This design comes from an exercise in tuning for small area on the open sky130 flow, not from production work. At most, simulation tests tie the RTL to the original design; equivalence was not proved. No functional check of the RTL was part of run 2. Power figures rest on the tool's default switching activity, not on a simulated workload.

## flow/design.v (module list and top-level ports; edited modules follow where they fit)
// module vmem_accum_seq: 1091 lines
module vmem_accum_seq #(
  parameter int ADDR_W = 32,
  parameter int DATA_W = 32,
  parameter int LEN_W  = 11
) (
  input  logic              clk,
  input  logic              reset,
  input  logic              start,
  input  logic              op,
  input  logic [ADDR_W-1:0] src_a,
  input  logic [ADDR_W-1:0] src_b,
  input  logic [ADDR_W-1:0] dst,
  input  logic [LEN_W-1:0]  len,
  input  logic              reduce,
  output logic              busy,
  output logic              done,
  output logic [ADDR_W-1:0] vm_addr_a,
  output logic [ADDR_W-1:0] vm_addr_b,
  output logic [ADDR_W-1:0] vm_addr_c,
  output logic [DATA_W-1:0] vm_wd,
  output logic              vm_we,
  input  logic [DATA_W-1:0] vm_rv_a,
  input  logic [DATA_W-1:0] vm_rv_b
);
  // ...
==> flow/run.sh <==
#!/bin/bash
# synth_recipe.tcl (not shown) runs the flow's synth.tcl, then flattens the netlist and writes it again
# the make line also repeats each setting of config.mk as NAME=value (left out here)
make -C /OpenROAD-flow-scripts/flow DESIGN_CONFIG=/design/flow/config.mk WORK_HOME=/design/flow/orfs CLKGATE_MAP_FILE= SYNTH_SCRIPT=/design/flow/synth_recipe.tcl finish
==> flow/config.mk <==
export PLATFORM = sky130hd
export DESIGN_NAME = vmem_accum_seq
export DESIGN_NICKNAME = vmem_accum_seq
export VERILOG_FILES = /design/flow/design.v
export SDC_FILE = /design/flow/constraint.sdc
export NUM_CORES = 4
export LEC_CHECK = 0
export ABC_AREA = 1
export CAP_MARGIN = 20
export CORE_MARGIN = 2
export CORE_UTILIZATION = 40
export SLEW_MARGIN = 20
==> flow/constraint.sdc <==
create_clock -name core_clock -period 12.5 [get_ports {clk}]
set_input_delay 2.5000 -clock core_clock [delete_from_list [all_inputs] [get_ports {clk}]]
set_output_delay 2.5000 -clock core_clock [all_outputs]
set_load 0.01 [all_outputs]
==> results.ini, run 1 <==
[outcome]
status=complete, no violations

[flow_run]
maxCapViolCount=0

[floorplan]
num_rows=76
io_pins=307
fp.dieH_um=212

[final_layout]
top_regs=pa_q (30), pb_q (30), pc_q (30)
seq_area_mm2=0.00211
final_nets=2985
final_cells=3037
multi_input_comb_area_mm2=0.0130

[worst_setup_path]
r2r_end=pc_q[29]
crit_end=vm_wd[28]
cp_max_fo=24
r2r_slack_ns=6.36

[routing]
drtPass1Iterations=6
drt-vias-per-instance=5.36
highest-signal-layer=met5

[logic_synthesis]
synthAdderAreaFrac_pct=35.3
postSynthAreaPerCell_um2=7.84
synth-main-ff-cell=dfxtp_1
synth-simple-area-share_pct=12.2
synth_top_area_share_pct=24.5

[timing]
hold_violations=0
slew_headroom_pct=34.1

[cts]
cts_resized=0

[place]
portBuffers=294
pre_cts_ws_ns=0.566

==> run 2: changes to the inputs <==
--- a/flow/design.v
+++ b/flow/design.v
@@ -29,65 +29,39 @@
   assign run  = mulm | addm;
   assign idle = ~run & ~dn_q;
   assign acc  = idle & start;
   assign nz   = (len != '0);
   assign last = (rem_q == LEN_W'(1));
   assign cont = run & ~last;
   logic red_in;
   assign red_in = reduce;
-  logic [29:0] ia, ib, ic;
-  logic [30:0] ka, kb, kc;
-  assign ka[0] = 1'b1;
-  assign kb[0] = 1'b1;
-  assign kc[0] = ~red_q;
-  always_comb begin
-    for (int i = 0; i < 30; i++) begin
-      ia[i]   = pa_q[i] ^ ka[i];
-      ka[i+1] = pa_q[i] & ka[i];
-      ib[i]   = pb_q[i] ^ kb[i];
-      kb[i+1] = pb_q[i] & kb[i];
-      ic[i]   = pc_q[i] ^ kc[i];
-      kc[i+1] = pc_q[i] & kc[i];
-    end
-  end
   always_ff @(posedge clk) begin
     if (reset) begin
       mulm <= 1'b0;
       addm <= 1'b0;
       dn_q <= 1'b0;
+      pa_q <= '0;
+      pb_q <= '0;
+      pc_q <= '0;
     end else begin
       mulm <= acc ? (op & nz)  : (mulm & ~last);
       addm <= acc ? (~op & nz) : (addm & ~last);
       dn_q <= acc ? ~nz : (run & last);
+      pa_q <= (acc & nz) ? src_a[31:2] : (cont ? pa_q + 30'd1 : '0);
+      pb_q <= (acc & nz) ? src_b[31:2] : (cont ? pb_q + 30'd1 : '0);
+      pc_q <= (acc & nz) ? dst[31:2]   : (cont ? pc_q + {29'd0, ~red_q} : '0);
     end
   end
-  logic [LEN_W-1:0] rd;
-  logic [LEN_W:0]   kr;
-  assign kr[0] = 1'b1;
-  always_comb begin
-    for (int i = 0; i < LEN_W; i++) begin
-      rd[i]   = rem_q[i] ^ kr[i];
-      kr[i+1] = ~rem_q[i] & kr[i];
-    end
-  end
-  logic ldr, cr;
-  assign ldr = ~reset & acc & nz;
-  assign cr  = ~reset & cont;
-  always_ff @(posedge clk) begin
-    pa_q <= ({30{ldr}} & src_a[31:2]) | ({30{cr}} & ia);
-    pb_q <= ({30{ldr}} & src_b[31:2]) | ({30{cr}} & ib);
-    pc_q <= ({30{ldr}} & dst[31:2])   | ({30{cr}} & ic);
-  end
   always_ff @(posedge clk) begin
     if (acc) begin
       rem_q <= len;
       red_q <= red_in;
     end else begin
-      rem_q <= rd;
+      rem_q <= rem_q - LEN_W'(1);
     end
   end
   assign vm_addr_a = {pa_q, 2'b00};
   assign vm_addr_b = {pb_q, 2'b00};
   assign vm_addr_c = {pc_q, 2'b00};
   assign vm_we     = run;
   assign busy      = run | dn_q;
   assign done      = dn_q;
@@ -835,257 +809,11 @@
   assign s225 = s166 ^ c193 ^ s194;
   assign c225 = (s166 & c193) | (s166 & s194) | (c193 & s194);
   assign s226 = s168 ^ c194 ^ s195;
   assign c226 = (s168 & c194) | (s168 & s195) | (c194 & s195);
   logic [30:0] fx, fy;
   assign fx = {s226, s225, s224, s223, s222, s221, s220, s219, s218, s217, s216, s215, s214, s213, s212, s211, s210, s209, s208, s207, s206, s205, s204, s203, s202, s201, s200, s199, s198, s197, pp0_0};
   assign fy = {c225, c224, c223, c222, c221, c220, c219, c218, c217, c216, c215, c214, c213, c212, c211, c210, c209, c208, c207, c206, c205, c204, c203, c202, c201, c200, c199, c198, c197, c196, s196};
   logic [31:0] fsum;
-  logic [31:0] fc;    
-  assign fc[0] = 1'b0;
-  assign fsum[0] = fx[0] ^ fy[0] ^ fc[0];
-  assign fc[1] = (fx[0] & fy[0]) | (fx[0] & fc[0]) | (fy[0] & fc[0]);
-  assign fsum[1] = fx[1] ^ fy[1] ^ fc[1];
-  assign fc[2] = (fx[1] & fy[1]) | (fx[1] & fc[1]) | (fy[1] & fc[1]);
-  assign fsum[2] = fx[2] ^ fy[2] ^ fc[2];
-  assign fc[3] = (fx[2] & fy[2]) | (fx[2] & fc[2]) | (fy[2] & fc[2]);
-  assign fsum[3] = fx[3] ^ fy[3] ^ fc[3];
-  assign fc[4] = (fx[3] & fy[3]) | (fx[3] & fc[3]) | (fy[3] & fc[3]);
-  assign fsum[4] = fx[4] ^ fy[4] ^ fc[4];
-  assign fc[5] = (fx[4] & fy[4]) | (fx[4] & fc[4]) | (fy[4] & fc[4]);
-  assign fsum[5] = fx[5] ^ fy[5] ^ fc[5];
-  assign fc[6] = (fx[5] & fy[5]) | (fx[5] & fc[5]) | (fy[5] & fc[5]);
-  logic fg6, fp6, fg7, fp7, fg8, fp8, fg9, fp9, fg10, fp10, fg11, fp11, fg12, fp12, fg13, fp13, fg14, fp14, fg15, fp15, fg16, fp16, fg17, fp17, fg18, fp18, fg19, fp19, fg20, fp20, fg21, fp21, fg22, fp22, fg23, fp23, fg24, fp24, fg25, fp25, fg26, fp26, fg27, fp27, fg28, fp28, fg29, fp29, fg30, fp30;
-  assign fg6 = fx[6] & fy[6];
-  assign fp6 = fx[6] ^ fy[6];
-  assign fg7 = fx[7] & fy[7];
-  assign fp7 = fx[7] ^ fy[7];
-  assign fg8 = fx[8] & fy[8];
-  assign fp8 = fx[8] ^ fy[8];
-  assign fg9 = fx[9] & fy[9];
-  assign fp9 = fx[9] ^ fy[9];
-  assign fg10 = fx[10] & fy[10];
-  assign fp10 = fx[10] ^ fy[10];
-  assign fg11 = fx[11] & fy[11];
-  assign fp11 = fx[11] ^ fy[11];
-  assign fg12 = fx[12] & fy[12];
-  assign fp12 = fx[12] ^ fy[12];
-  assign fg13 = fx[13] & fy[13];
-  assign fp13 = fx[13] ^ fy[13];
-  assign fg14 = fx[14] & fy[14];
-  assign fp14 = fx[14] ^ fy[14];
-  assign fg15 = fx[15] & fy[15];
-  assign fp15 = fx[15] ^ fy[15];
-  assign fg16 = fx[16] & fy[16];
-  assign fp16 = fx[16] ^ fy[16];
-  assign fg17 = fx[17] & fy[17];
-  assign fp17 = fx[17] ^ fy[17];
-  assign fg18 = fx[18] & fy[18];
-  assign fp18 = fx[18] ^ fy[18];
-  assign fg19 = fx[19] & fy[19];
-  assign fp19 = fx[19] ^ fy[19];
-  assign fg20 = fx[20] & fy[20];
-  assign fp20 = fx[20] ^ fy[20];
-  assign fg21 = fx[21] & fy[21];
-  assign fp21 = fx[21] ^ fy[21];
-  assign fg22 = fx[22] & fy[22];
-  assign fp22 = fx[22] ^ fy[22];
-  assign fg23 = fx[23] & fy[23];
-  assign fp23 = fx[23] ^ fy[23];
-  assign fg24 = fx[24] & fy[24];
-  assign fp24 = fx[24] ^ fy[24];
-  assign fg25 = fx[25] & fy[25];
-  assign fp25 = fx[25] ^ fy[25];
-  assign fg26 = fx[26] & fy[26];
-  assign fp26 = fx[26] ^ fy[26];
-  assign fg27 = fx[27] & fy[27];
-  assign fp27 = fx[27] ^ fy[27];
-  assign fg28 = fx[28] & fy[28];
-  assign fp28 = fx[28] ^ fy[28];
-  assign fg29 = fx[29] & fy[29];
-  assign fp29 = fx[29] ^ fy[29];
-  assign fg30 = fx[30] & fy[30];
-  assign fp30 = fx[30] ^ fy[30];
-  logic bg1, bp1;
-  assign bg1 = fg6 | (fp6 & fc[6]);
-  assign bp1 = fp6 & 1'b0;
-  logic bg2, bp2;
-  assign bg2 = fg8 | (fp8 & fg7);
-  assign bp2 = fp8 & fp7;
-  logic bg3, bp3;
-  assign bg3 = fg10 | (fp10 & fg9);
-  assign bp3 = fp10 & fp9;
-  logic bg4, bp4;
-  assign bg4 = fg12 | (fp12 & fg11);
-  assign bp4 = fp12 & fp11;
-  logic bg5, bp5;
-  assign bg5 = fg14 | (fp14 & fg13);
-  assign bp5 = fp14 & fp13;
-  logic bg6, bp6;
-  assign bg6 = fg16 | (fp16 & fg15);
-  assign bp6 = fp16 & fp15;
-  logic bg7, bp7;
-  assign bg7 = fg18 | (fp18 & fg17);
-  assign bp7 = fp18 & fp17;
-  logic bg8, bp8;
-  assign bg8 = fg20 | (fp20 & fg19);
-  assign bp8 = fp20 & fp19;
-  logic bg9, bp9;
-  assign bg9 = fg22 | (fp22 & fg21);
-  assign bp9 = fp22 & fp21;
-  logic bg10, bp10;
-  assign bg10 = fg24 | (fp24 & fg23);
-  assign bp10 = fp24 & fp23;
-  logic bg11, bp11;
-  assign bg11 = fg26 | (fp26 & fg25);
-  assign bp11 = fp26 & fp25;
-  logic bg12, bp12;
-  assign bg12 = fg28 | (fp28 & fg27);
-  assign bp12 = fp28 & fp27;
-  logic bg13, bp13;
-  assign bg13 = fg30 | (fp30 & fg29);
-  assign bp13 = fp30 & fp29;
-  logic bg14, bp14;
-  assign bg14 = bg2 | (bp2 & bg1);
-  assign bp14 = bp2 & bp1;
-  logic bg15, bp15;
-  assign bg15 = bg4 | (bp4 & bg3);
-  assign bp15 = bp4 & bp3;
-  logic bg16, bp16;
-  assign bg16 = bg6 | (bp6 & bg5);
-  assign bp16 = bp6 & bp5;
-  logic bg17, bp17;
-  assign bg17 = bg8 | (bp8 & bg7);
-  assign bp17 = bp8 & bp7;
-  logic bg18, bp18;
-  assign bg18 = bg10 | (bp10 & bg9);
-  assign bp18 = bp10 & bp9;
-  logic bg19, bp19;
-  assign bg19 = bg12 | (bp12 & bg11);
-  assign bp19 = bp12 & bp11;
-  logic bg20, bp20;
-  assign bg20 = bg15 | (bp15 & bg14);
-  assign bp20 = bp15 & bp14;
-  logic bg21, bp21;
-  assign bg21 = bg17 | (bp17 & bg16);
-  assign bp21 = bp17 & bp16;
-  logic bg22, bp22;
-  assign bg22 = bg19 | (bp19 & bg18);
-  assign bp22 = bp19 & bp18;
-  logic bg23, bp23;
-  assign bg23 = bg21 | (bp21 & bg20);
-  assign bp23 = bp21 & bp20;
-  logic bg24, bp24;
-  assign bg24 = bg22 | (bp22 & bg23);
-  assign bp24 = bp22 & bp23;
-  logic bg25, bp25;
-  assign bg25 = bg16 | (bp16 & bg20);
-  assign bp25 = bp16 & bp20;
-  logic bg26, bp26;
-  assign bg26 = bg18 | (bp18 & bg23);
-  assign bp26 = bp18 & bp23;
-  logic bg27, bp27;
-  assign bg27 = bg3 | (bp3 & bg14);
-  assign bp27 = bp3 & bp14;
-  logic bg28, bp28;
-  assign bg28 = bg5 | (bp5 & bg20);
-  assign bp28 = bp5 & bp20;
-  logic bg29, bp29;
-  assign bg29 = bg7 | (bp7 & bg25);
-  assign bp29 = bp7 & bp25;
-  logic bg30, bp30;
-  assign bg30 = bg9 | (bp9 & bg23);
-  assign bp30 = bp9 & bp23;
-  logic bg31, bp31;
-  assign bg31 = bg11 | (bp11 & bg26);
-  assign bp31 = bp11 & bp26;
-  logic bg32, bp32;
-  assign bg32 = bg13 | (bp13 & bg24);
-  assign bp32 = bp13 & bp24;
-  logic bg33, bp33;
-  assign bg33 = fg7 | (fp7 & bg1);
-  assign bp33 = fp7 & bp1;
-  logic bg34, bp34;
-  assign bg34 = fg9 | (fp9 & bg14);
-  assign bp34 = fp9 & bp14;
-  logic bg35, bp35;
-  assign bg35 = fg11 | (fp11 & bg27);
-  assign bp35 = fp11 & bp27;
-  logic bg36, bp36;
-  assign bg36 = fg13 | (fp13 & bg20);
-  assign bp36 = fp13 & bp20;
-  logic bg37, bp37;
-  assign bg37 = fg15 | (fp15 & bg28);
-  assign bp37 = fp15 & bp28;
-  logic bg38, bp38;
-  assign bg38 = fg17 | (fp17 & bg25);
-  assign bp38 = fp17 & bp25;
-  logic bg39, bp39;
-  assign bg39 = fg19 | (fp19 & bg29);
-  assign bp39 = fp19 & bp29;
-  logic bg40, bp40;
-  assign bg40 = fg21 | (fp21 & bg23);
-  assign bp40 = fp21 & bp23;
-  logic bg41, bp41;
-  assign bg41 = fg23 | (fp23 & bg30);
-  assign bp41 = fp23 & bp30;
-  logic bg42, bp42;
-  assign bg42 = fg25 | (fp25 & bg26);
-  assign bp42 = fp25 & bp26;
-  logic bg43, bp43;
-  assign bg43 = fg27 | (fp27 & bg31);
-  assign bp43 = fp27 & bp31;
-  logic bg44, bp44;
-  assign bg44 = fg29 | (fp29 & bg24);
-  assign bp44 = fp29 & bp24;
-  assign fc[7] = bg1;
-  assign fsum[6] = fp6 ^ fc[6];
-  assign fc[8] = bg33;
-  assign fsum[7] = fp7 ^ fc[7];
-  assign fc[9] = bg14;
-  assign fsum[8] = fp8 ^ fc[8];
-  assign fc[10] = bg34;
-  assign fsum[9] = fp9 ^ fc[9];
-  assign fc[11] = bg27;
-  assign fsum[10] = fp10 ^ fc[10];
-  assign fc[12] = bg35;
-  assign fsum[11] = fp11 ^ fc[11];
-  assign fc[13] = bg20;
-  assign fsum[12] = fp12 ^ fc[12];
-  assign fc[14] = bg36;
-  assign fsum[13] = fp13 ^ fc[13];
-  assign fc[15] = bg28;
-  assign fsum[14] = fp14 ^ fc[14];
-  assign fc[16] = bg37;
-  assign fsum[15] = fp15 ^ fc[15];
-  assign fc[17] = bg25;
-  assign fsum[16] = fp16 ^ fc[16];
-  assign fc[18] = bg38;
-  assign fsum[17] = fp17 ^ fc[17];
-  assign fc[19] = bg29;
-  assign fsum[18] = fp18 ^ fc[18];
-  assign fc[20] = bg39;
-  assign fsum[19] = fp19 ^ fc[19];
-  assign fc[21] = bg23;
-  assign fsum[20] = fp20 ^ fc[20];
-  assign fc[22] = bg40;
-  assign fsum[21] = fp21 ^ fc[21];
-  assign fc[23] = bg30;
-  assign fsum[22] = fp22 ^ fc[22];
-  assign fc[24] = bg41;
-  assign fsum[23] = fp23 ^ fc[23];
-  assign fc[25] = bg26;
-  assign fsum[24] = fp24 ^ fc[24];
-  assign fc[26] = bg42;
-  assign fsum[25] = fp25 ^ fc[25];
-  assign fc[27] = bg31;
-  assign fsum[26] = fp26 ^ fc[26];
-  assign fc[28] = bg43;
-  assign fsum[27] = fp27 ^ fc[27];
-  assign fc[29] = bg24;
-  assign fsum[28] = fp28 ^ fc[28];
-  assign fc[30] = bg44;
-  assign fsum[29] = fp29 ^ fc[29];
-  assign fc[31] = bg32;
-  assign fsum[30] = fp30 ^ fc[30];
-  assign vm_wd = {fc[31] ^ pp0_31 ^ pp1_31 ^ pp2_31 ^ pp3_31 ^ pp4_31 ^ pp5_31 ^ pp6_31 ^ pp7_31 ^ pp8_31 ^ pp9_31 ^ pp10_31 ^ pp11_31 ^ pp12_31 ^ pp13_31 ^ pp14_31 ^ pp15_31 ^ c12 ^ c13 ^ c14 ^ c15 ^ c60 ^ c61 ^ c62 ^ c63 ^ c118 ^ c119 ^ c120 ^ c167 ^ c168 ^ c195 ^ c226, fsum[30:0]};
+  assign fsum = {1'b0, fx} + {1'b0, fy};
+  assign vm_wd = {fsum[31] ^ pp0_31 ^ pp1_31 ^ pp2_31 ^ pp3_31 ^ pp4_31 ^ pp5_31 ^ pp6_31 ^ pp7_31 ^ pp8_31 ^ pp9_31 ^ pp10_31 ^ pp11_31 ^ pp12_31 ^ pp13_31 ^ pp14_31 ^ pp15_31 ^ c12 ^ c13 ^ c14 ^ c15 ^ c60 ^ c61 ^ c62 ^ c63 ^ c118 ^ c119 ^ c120 ^ c167 ^ c168 ^ c195 ^ c226, fsum[30:0]};
 endmodule
==> run 2 against run 1 <==
  * Via count increased by 20%
  * Global-route usage increased by 2.1 points
  * Area after synthesis increased by 9.3%
  * Sequential cell count unchanged
  * Critical path depth increased by 1
  * Wire length increased by 22%
  * Clock power increased by 24%
  * Sequential share of layout area decreased by 0.80 points
  * Final cell count increased by 19%
  * First-iteration DRC count increased by 12%
  * Worst hold slack got worse by 0.027 ns
  * Largest power group unchanged
==> results.ini, run 2 <==
[outcome]
status=complete, no violations  ; unchanged

[logic_synthesis]
synth-simple-area-share_pct=20.5  ; was 12.2%
synth-main-ff-cell=dfxtp_1  ; unchanged
synth_cell_types=52  ; was 42
synth_area_mm2=0.0190  ; was 0.0174 mm2
synth_compound_area_share_pct=17.3  ; was 14.6%
synth_seq_cells=105  ; unchanged
ys_top_cells_by_count=nand2_1 (491), inv_1 (481), xor2_1 (255)  ; was inv_1 (424), nand2_1 (265), xor2_1 (242)
postSynthAreaPerCell_um2=6.95  ; was 7.84 um2
yosys.area.top_type=fa_1  ; unchanged
synthAdderAreaFrac_pct=25.1  ; was 35.3%
synth_area_leaders=fa_1 (21%), xor2_1 (12%), dfxtp_1 (11%), nand2_1 (9.7%), inv_1 (9.5%)  ; was fa_1 (25%), xor2_1 (12%), dfxtp_1 (12%), ha_1 (11%), inv_1 (9.2%)
yosysWarnings=1  ; unchanged
synth_top_family_by_area=adder cells  ; unchanged
synth_enable_flop_cells=1  ; unchanged
synthXorXnorAreaFrac_pct=12.7  ; was 12.6%
synth.most_common_cell=nand2_1  ; was inv_1
ys_seq_area_share_pct=11.1  ; was 12.2%
async_flop_share_pct=0  ; unchanged
synth_top_area_share_pct=20.7  ; was 24.5%
syn_inst=2735  ; was 2,217
synth_mux_area_share_pct=0  ; unchanged

[timing]
period_needed_ns=12.06  ; was 12.02 ns
fin_skew_ns=0.0135  ; was 0.0174 ns
hold_violations=0  ; unchanged
slew_headroom_pct=27.0  ; was 34.1%
fin_setup_tns_ns=0  ; unchanged
tightest_slew_ns=1.10  ; was 0.989 ns
fmaxAchievable_ghz=0.0829  ; was 0.0832 GHz
setup_ws_ns=0.441  ; was 0.482 ns
rsz0062_at_grt=no  ; unchanged
fin_crit_sh_pct=96.5  ; was 96.1%
slew_violations=0  ; unchanged
setup_viol=0  ; unchanged

[final_layout]
final_common_cell=nand2_1  ; was inv_1
mostFrequentLayoutCells=nand2_1 (491), inv_1 (481), clkdlybuf4s50_1 (293), xor2_1 (255), fa_1 (196)  ; was inv_1 (424), clkdlybuf4s50_1 (294), nand2_1 (264), xor2_1 (242), fa_1 (213)
area_growth_syn_to_layout_pct=21.6  ; was 22.2%
final_nets=3430  ; was 2,985
drive_above_1_share_pct=5.34  ; was 4.12%
top_regs=pa_q (30), pb_q (30), pc_q (30)  ; unchanged
fin_util_pct=49.4  ; about the same

[routing]
drtPass1Iterations=5  ; was 6
ant_nets=0  ; unchanged
drt_wl_total_um=74200  ; was 61,000 um
vias=19600  ; was 16,300
wl_per_cell_um=20.6  ; was 20.1 um
route.detailed.drc=0  ; unchanged
drt-vias-per-instance=5.43  ; was 5.36
drt_iter0_drc=1728  ; was 1,538

[grt]
grt.total_usage_pct=29.5  ; was 27.4%
antenna_found_initial=5  ; was 4
grt-ovfl-total=0  ; unchanged
grt_pass1_vias=19300  ; was 16,100
grt_pass1_wl_um=113000  ; was 94,100 um
grt_max_degree=94  ; unchanged

[floorplan]
io_pins=307  ; unchanged
num_rows=79  ; was 76
die_x_um=222  ; was 212 um
fp.dieH_um=222  ; was 212 um
start_util_pct=40.6  ; was 40.4%
coreArea_mm2=0.0468  ; was 0.0430 mm2
die_area_mm2=0.0493  ; was 0.0451 mm2

[cts]
cts.sink_count=105  ; unchanged
clk_pin_slew_ns=0.07  ; was 0.08 ns
cts_resized=0  ; unchanged
cts_buffers=9  ; unchanged
clk_latency_ns=0.38  ; was 0.36 ns
post-cts-setup-buffers=0  ; unchanged
cts_root_buffer=clkbuf_16  ; unchanged
ctsHoldBuffers=0  ; unchanged
clockBufferDepth=2  ; unchanged
cts-htree-levels=3  ; unchanged
tritoncts=done  ; unchanged

[place]
routabilityCongestion=1.01  ; was 0.988
pre_cts_ws_ns=0.531  ; was 0.566 ns
portBuffers=294  ; unchanged
place_hpwl_um=60400  ; was 49,300 um

[worst_setup_path]
cp.required_ns=10.00  ; about the same
critPathKind=in -> out  ; unchanged
cp-start-kind=primary input  ; unchanged
cp-end-kind=primary output  ; unchanged
cp_max_fo=15  ; was 24
arrival_ns=9.56  ; was 9.52 ns

[pwr]
pwr-share-comb_pct=84.4  ; was 84.7%
switching_share_pct=50.5  ; was 47.6%
powerDensity_mw_per_mm2=206  ; was 208 mW/mm2
pwr-share-seq_pct=8.2  ; was 8.9%
leakagePower_nw=10.5  ; was 9.84 nW
ir_drop_mv=0.306  ; was 0.459 mV
internal_power_mw=2.36  ; was 2.31 mW
power_frac_clock_pct=7.3  ; was 6.4%
switchingPower_mw=2.40  ; was 2.10 mW

[hold_path]
hold_class=reg -> reg  ; unchanged

[flow_run]
maxCapViolCount=0  ; unchanged

run 2: final cells by class:
| class | count | area [um2] |
|---|---|---|
| clock inverter | 7 | 133 |
| timing repair buffer | 375 | 3550 |
| tap | 607 | 759 |
| clock buffer | 9 | 225 |
| antenna | 3 | 7.51 |
| inverter | 516 | 1950 |
| sequential | 105 | 2110 |
| multi-input combinational | 1984 | 14400 |
| fill | 4766 | 23700 |
run 2: power by group through the flow:
stage | logic (mW) | registers (mW) | clock network, mW
final | 4.02 | 0.392 | 0.350
after global routing | 4.38 | 0.397 | 0.368
after CTS | 4.00 | 0.392 | 0.356
after detailed placement | 3.98 | 0.399 | 0
after global placement | 3.95 | 0.399 | 0
after floorplan | 2.24 | 0.399 | 0
run 2: worst paths after layout:
path                    from         to  slack, ns  cells after the start
hold reg to reg     rem_q[7]   rem_q[7]       0.47                      2
setup reg to reg        addm   pb_q[15]       9.32                      9
setup / recovery  vm_rv_b[5]  vm_wd[31]       0.44                     28
hold / removal      rem_q[7]   rem_q[7]       0.47                      2
run 2: per-layer routing:
layer / vias up / routed length, um / GRT usage (%)
li1: 9343 / - / -
met1: 9319 / 31500 / 38.7
met2: 801 / 33500 / 47.0
met3: 130 / 6280 / 6.88
met4: 4 / 2900 / 11.8
met5: - / 18 / 0
run 2: cell families after synthesis:
kind of cell    Yosys count
compound gates          553
xor+xnor                275
fa+ha+maj               263
buf+inv                 651
flops                   105
other cells               1
simple gates            887
run 2: critical path: stages:
cell and delay [ns]:
clkdlybuf4s50_1 0.62, or2_2 0.40, nand2_1 0.06, nor2_1 0.08, inv_1 0.53, o22ai_1 0.18
xor2_1 0.19, fa_1 0.51, inv_1 0.05, fa_1 0.55, inv_1 0.08, fa_1 0.36
inv_1 0.08, fa_1 0.42, fa_1 0.46, ha_1 0.38, a21oi_1 0.25, o21a_1 0.16
o21ai_0 0.12, a31oi_1 0.15, o21ai_0 0.10, buf_4 0.18, or2_2 0.27, nand2_1 0.19
inv_1 0.07, nand3_1 0.08, nand2_1 0.06, clkdlybuf4s50_1 0.47
run 2: through the flow:
| stage | cells | power, mW | instance area, um2 | hold WS (ns) |
|---|---|---|---|---|
| 2_1_floorplan | 2740 | 2.64 | 19000 | 0.438 |
| 3_3_place_gp | 3587 | 4.35 | 22700 | 0.454 |
| 3_5_place_dp | 3587 | 4.38 | 22700 | 0.457 |
| 4_1_cts | 3603 | 4.75 | 23100 | 0.468 |
| 5_1_grt | 3604 | 5.15 | 23100 | 0.539 |
| 6_report | 3606 | 4.76 | 23100 | 0.472 |

[re-timing with driven ports]
Ports are ideal in the flow. The routed layouts listed here were re-timed in OpenROAD.
Step 1 sets driving cells, clkbuf_16 on the clock port and buf_2 on the other inputs (assumed; they add their load-dependent delay and slew).
Step 2 also shifts input and output timing later by t, the mid clock arrival at the registers, as if the neighbouring blocks saw the same clock.
Three values: ideal ports, drivers, drivers and shift; two values: the first two.
run | t (ns) | slack for setup (ns) | slew at the worst register clock pin (ns) | worst data-port slew with drivers (ns) | cell pins on the clock port's net
run 1 | 0.398 | 0.482 / 0.424 / 0.424 | 0.08 / 0.08 | 0.09 | 1
run 2 | 0.431 | 0.441 / 0.395 / 0.395 | 0.09 / 0.09 | 0.12 | 1
After both steps every run listed still meets setup and hold. For run 1, which loses most, drivers alone change the setup slack by -0.058 ns; drivers and shift together by -0.058 ns.
